Background: an optimization exercise with open tools, aiming at small area, a short achievable clock period and few clock cycles. Do not read the settings as production practice.
The RTL was checked by simulation tests, not by an equivalence proof against the original design.
Power is estimated from default activity; no workload was simulated.

==> flow/design.v, too long to show whole: its modules and the start of the top module <==
// module conv2d_stream: 3487 lines
// module cv_ctl: 50 lines
// module cv_fa: 10 lines
module conv2d_stream #(
  parameter int IMAGE_WIDTH  = 64,
  parameter int IMAGE_HEIGHT = 64,
  parameter int FILTER_SIZE  = 3,
  parameter int STRIDE       = 1,
  parameter int DATA_W       = 8,
  parameter int COEF_W       = 8,
  parameter int ACC_W        = 20
) (
  input  logic                                          clk,
  input  logic                                          rst,
  input  logic                                          start,
  input  logic [FILTER_SIZE*FILTER_SIZE*COEF_W-1:0]     filter,
  input  logic [DATA_W-1:0]                             pix_in,
  input  logic                                          pix_valid,
  output logic                                          pix_ready,
  output logic [ACC_W-1:0]                              res_out,
  output logic                                          res_valid,
  input  logic                                          res_ready,
  output logic                                          busy,
  output logic                                          done,
  output logic [$clog2(IMAGE_HEIGHT)-1:0]               row_count,
  output logic [$clog2(IMAGE_WIDTH)-1:0]                col_count
);
  // ...
==> flow/flow/run.sh <==
#!/bin/bash
# The standard layout (standard.sh: the standard flow's synthesis and ORFS flow), with
# faster port buffers and timing repair aimed below the 12 ns clock.
set -euo pipefail
bash standard.sh \
  BUFFER_PORTS_ARGS="-buffer_cell sky130_fd_sc_hd__buf_2" \
  SETUP_SLACK_MARGIN=8.4 \
  TNS_END_PERCENT=0 \
  finish > flow_make.log 2>&1
==> flow/standard.sh <==
#!/bin/bash
# synth_recipe.tcl (not shown) runs the flow's synth.tcl, then flattens the netlist and writes it again
# the make line also repeats each setting of config.mk as NAME=value (left out here)
make -C /OpenROAD-flow-scripts/flow DESIGN_CONFIG=/design/flow/config.mk WORK_HOME=/design/flow/orfs CLKGATE_MAP_FILE= SYNTH_SCRIPT=/design/flow/synth_recipe.tcl "${@:-finish}"
==> flow/config.mk <==
export PLATFORM = sky130hd
export DESIGN_NAME = conv2d_stream
export DESIGN_NICKNAME = conv2d_stream
export VERILOG_FILES = /design/flow/design.v
export SDC_FILE = /design/flow/constraint.sdc
export NUM_CORES = 4
export LEC_CHECK = 0
export CAP_MARGIN = 20
export CORE_MARGIN = 2
export CORE_UTILIZATION = 40
export PLACE_DENSITY = 0.6
export SLEW_MARGIN = 20
export SYNTH_HIERARCHICAL = 1
==> flow/constraint.sdc <==
create_clock -name core_clock -period 12.0 [get_ports {clk}]
set_input_delay 2.4000 -clock core_clock [delete_from_list [all_inputs] [get_ports {clk}]]
set_output_delay 2.4000 -clock core_clock [all_outputs]
set_load 0.01 [all_outputs]
==> metrics.yaml, run 1 <==
grt.met2_usage: 0.276
netlist_area_um2: 48000
intPower_w: 0.00809
path_class: "register to register"
hold_path_end: "r0[41][1]"
design.seq.count: 1443
crit_path_end_kind: "register"
ys.flop_type: "dfxtp_1"
layout_common_cells: "dfxtp_1, nand2_1, fa_1"
met3_length_um: 7660
synth.most_common_cell: "dfxtp_1"
synthMuxAreaShare: 0.000651
synth-adder-area-share: 0.243
p_switching_w: 0.00266
status: "complete, no violations"
num-multi-input-gates: 1727
cts_buffers: 134
synthCells: 3405
drt_iter0_markers: 1696
combPwrFrac: 0.125
synth_edf_count: 92
final_common_cell: "dfxtp_1"
clock_power_w: 0.00427
wl_met1_um: 42900
die_area_um2: 123000
power_frac_clock: 0.397
synth_common_cells: "dfxtp_1, nand2_1, fa_1"
grt_pass1_wl_um: 155000
Testbench counts, summed over its fixed seeds: cycles 98,448.
==> inputs of run 2 (changes only) <==
--- a/flow/config.mk
+++ b/flow/config.mk
@@ -8,6 +8,8 @@
 export CAP_MARGIN = 20
 export CORE_MARGIN = 2
 export CORE_UTILIZATION = 40
+export CTS_CLUSTER_DIAMETER = 80
+export CTS_CLUSTER_SIZE = 30
 export PLACE_DENSITY = 0.6
 export SLEW_MARGIN = 20
 export SYNTH_HIERARCHICAL = 1
==> run 2 against run 1 <==
  * Non-clock buffer count down 7
  * Still clean on timing, DRC and antenna
  * Sequential share of layout area up 2.8 points
  * Clock skew up 0.037 ns
  * Largest cell class unchanged
  * Clock power down 42%
  * Hold slack better by 0.0088 ns
  * Final area down 5.0%
  * Largest power group unchanged
==> metrics.yaml, run 2 <==
cp_data_required_time_ns: 12.60
n_fill_cell: 10900
postSynthAreaPerCell_um2: 14.1
synth_seq_area_share: 0.621
drt.antenna.violating_nets: 0
vias: 23700
final_nets: 4176
dpl_worst_slack_ns: 7.43
fin_area_um2: 52500
hold-worst-slack_ns: 0.313
cts_buffers: 60  # -55%
combPwrFrac: 0.149  # +0.024
timing.rr.start: "ed[2]"
grt_pass1_wl_um: 152000  # -2.1%
path_class: "register to register"
setup_tns_ns: 0
setup_ws_ns: 8.13
async_flop_share: 0
gp_congestion: 0.909
p_switching_w: 0.00234  # -12%
layout_common_cells: "dfxtp_1, nand2_1, fa_1"
min-delay-start: "r1[1][6]"
worstSetupStartpoint: "ed[2]"
ir_worst_vdd_mv: 0.133
die_h_um: 351
die_w_um: 351
wl_per_cell_um: 19.7
netlist_area_um2: 48000  # unchanged
final_common_cell: "dfxtp_1"
numPortBuffers: 120
ys_seq_elements: 1443
worst_ep_arrival_time_ns: 4.47
finalClockSkew_ns: 0.0608
grt_overflow: 0
crit_path_start_kind: "register"
grt_max_degree: 47
yosysTopAreaCellShare: 0.563
wl_um: 101000
grt_pass1_vias: 24600
power_switching_share: 0.263
hpwl_um: 78500
worstSkewPairLatency_ns: 0.70
postPlaceCellArea_um2: 50200
cp.buffers_inverters: 24
path_delay_family: "buffers and inverters"
cts_buffer_depth: 3
reg_top3: "r0 x360, r1 x360, r2 x360"
synth_common_cells: "dfxtp_1, nand2_1, fa_1"
initial_core_util: 0.402
report.final.slew_viol_count: 0
setup_viol: 0
ios: 121
crit_top_cell: "buf_4"
yosysWarnings: 11
grt_antenna_before_repair: 3
drive_gt1_frac: 0.0886
cap_violations: 0
htree_levels: 2
drt_iter0_markers: 1844  # +8.7%
core_um2: 119000
worstPathMaxFanout: 4
crit_path_end_kind: "register"
status: "complete, no violations"
slowest_delay_ns: 0.38
finish.utilization: 0.439
synth_area_leaders: "dfxtp_1, fa_1, edfxtp_1, nand2_1, ha_1"
period_share: 0.323
worst_pin_slew_ns: 0.805
synth_top_area_cell: "dfxtp_1"
cts-root-buf: "clkbuf_16"
seqPwrFrac: 0.575
rows: 127
max_clock_freq_mhz: 258
grt_setup_unrepaired: "true"
synth_edf_count: 92  # unchanged
die_area_um2: 123000  # unchanged
period_needed_ns: 3.87
cts_tree: "yes"
cts.sinks: 1443
slowest_stage: "dfxtp_4"
viasPerCell: 4.63
clkTransAtPathRegs_ns: 0.11
synth_nets: 4096
intPower_w: 0.00659  # -19%
finalHoldViolCount: 0
synth.most_common_cell: "dfxtp_1"
first_pass_iters: 6
power_density_nw_per_um2: 170
hp-class: "register to register"
grt.total_usage: 0.168
power_frac_clock: 0.277  # -0.120
synthCells: 3405  # unchanged
power.leakage_nw: 18.2
maxSlewHeadroom: 0.463
synthDistinctLibCells: 78
area_growth_syn_to_layout_pct: 9.34
drcViolationCount: 0
ys.flop_type: "dfxtp_1"
==> run 2: cell types whose count changed in the layout (fill, tap and decap cells not counted), sizes merged <==
cell / previous run / this run
clkbuf: 183 / 68
clkinv: 31 / 10
bufinv: 12 / 1
buf: 170 / 163
inv: 102 / 98
clkinvlp: 2 / 0
diode: 2 / 1
==> run 2: logic make-up after synthesis <==
| kind of cell | synth area share |
|---|---|
| flip-flops | 0.621 |
| AND/OR/NAND/NOR | 0.0820 |
| adder cells (fa/ha/maj) | 0.243 |
| buffers and inverters | 0.0185 |
| AO/OA/AOI/OAI | 0.0244 |
| XOR/XNOR | 0.0109 |
| multiplexers | 0.000651 |
==> run 2: final timing paths <==
check / to / slack, ns / depth (start not counted)
worst max-delay path: ed[4] / 8.13 / 28
worst min-delay path: r1[2][6] / 0.31 / 0
worst min register to register: r1[2][6] / 0.31 / 0
worst max register to register: ed[4] / 8.13 / 28
==> run 2: stage by stage <==
step	std cells	power [W]
floorplan	3405	0.00606
global placement	4998	0.00657
detailed placement	4998	0.00661
CTS	5120	0.00907
global route	5122	0.00938
finish	5123	0.00893
==> run 2: layout make-up <==
cell class	count	area, um^2	share of cell area
clock buffers	68	1530	0.0292
inverters	90	338	0.00643
flip-flops and latches	1443	29800	0.568
repair buffers	163	946	0.0180
well taps	1612	2020	0.0384
diodes	1	2.50	0.0000477
clock inverters	19	360	0.00686
multi-input cells	1727	17500	0.333
==> run 2: per-layer routing <==
layer / GRT usage / wire length, um / vias to the layer above
met5: 0.00118 / 0 / -
met4: 0.0555 / 3520 / 0
met3: 0.0269 / 6610 / 152
met2: 0.277 / 47800 / 773
met1: 0.225 / 42800 / 12100
li1: - / - / 10700
==> run 2: per-module statistics from Yosys (local to each module, per instance), a selection <==
module | cells inside | flops+latches | times used | area [um^2]
conv2d_stream | 2561 | 1443 | 1 | 35000
cv_fa | 1 | 0 | 541 | 20.0
==> run 2: timing repair <==
item                                    4_1_cts  5_1_grt
setup buffers                                35        2
endpoints found under the setup margin       38       39
resized for setup                            38       14
pin swaps                                    12       11
hold buffers                                  0        0
==> run 2: power groups by stage <==
stage / Clock [W] / Sequential (W) / Combinational, W
final: 0.00247 / 0.00513 / 0.00133
after floorplan: 0 / 0.00517 / 0.000889
after global routing: 0.00274 / 0.00515 / 0.00149
after detailed placement: 0 / 0.00524 / 0.00137
after global placement: 0 / 0.00524 / 0.00134
after CTS: 0.00257 / 0.00513 / 0.00137

[static timing again, ports no longer ideal]
The results above use ideal ports. As a check the final layouts listed here were re-extracted and re-timed, cells and wires unchanged.
Step 1 sets driving cells, clkbuf_16 on the clock port and buf_2 on the other inputs (assumed; they add their load-dependent delay and slew).
Step 2 also shifts input and output timing later by t, the mid clock arrival at the registers, as if the neighbouring blocks saw the same clock.
a / b / c = ideal ports / drivers / drivers and shift; a / b = the first two.
run	t, ns	setup WS [ns]	worst hold slack (ns)	latest minus earliest clock arrival (ns)	worst data-port slew with drivers (ns)
run 1	0.809	8.151 / 8.151 / 7.811	0.305 / 0.305 / 0.305	0.029 / 0.030	0.10
run 2	0.753	8.129 / 8.129 / 7.833	0.313 / 0.313 / 0.313	0.081 / 0.082	0.10
After both steps every run listed still meets setup and hold. The setup slack of run 1, which loses most, moves by 0.000 ns with the drivers and by -0.340 ns with both steps.
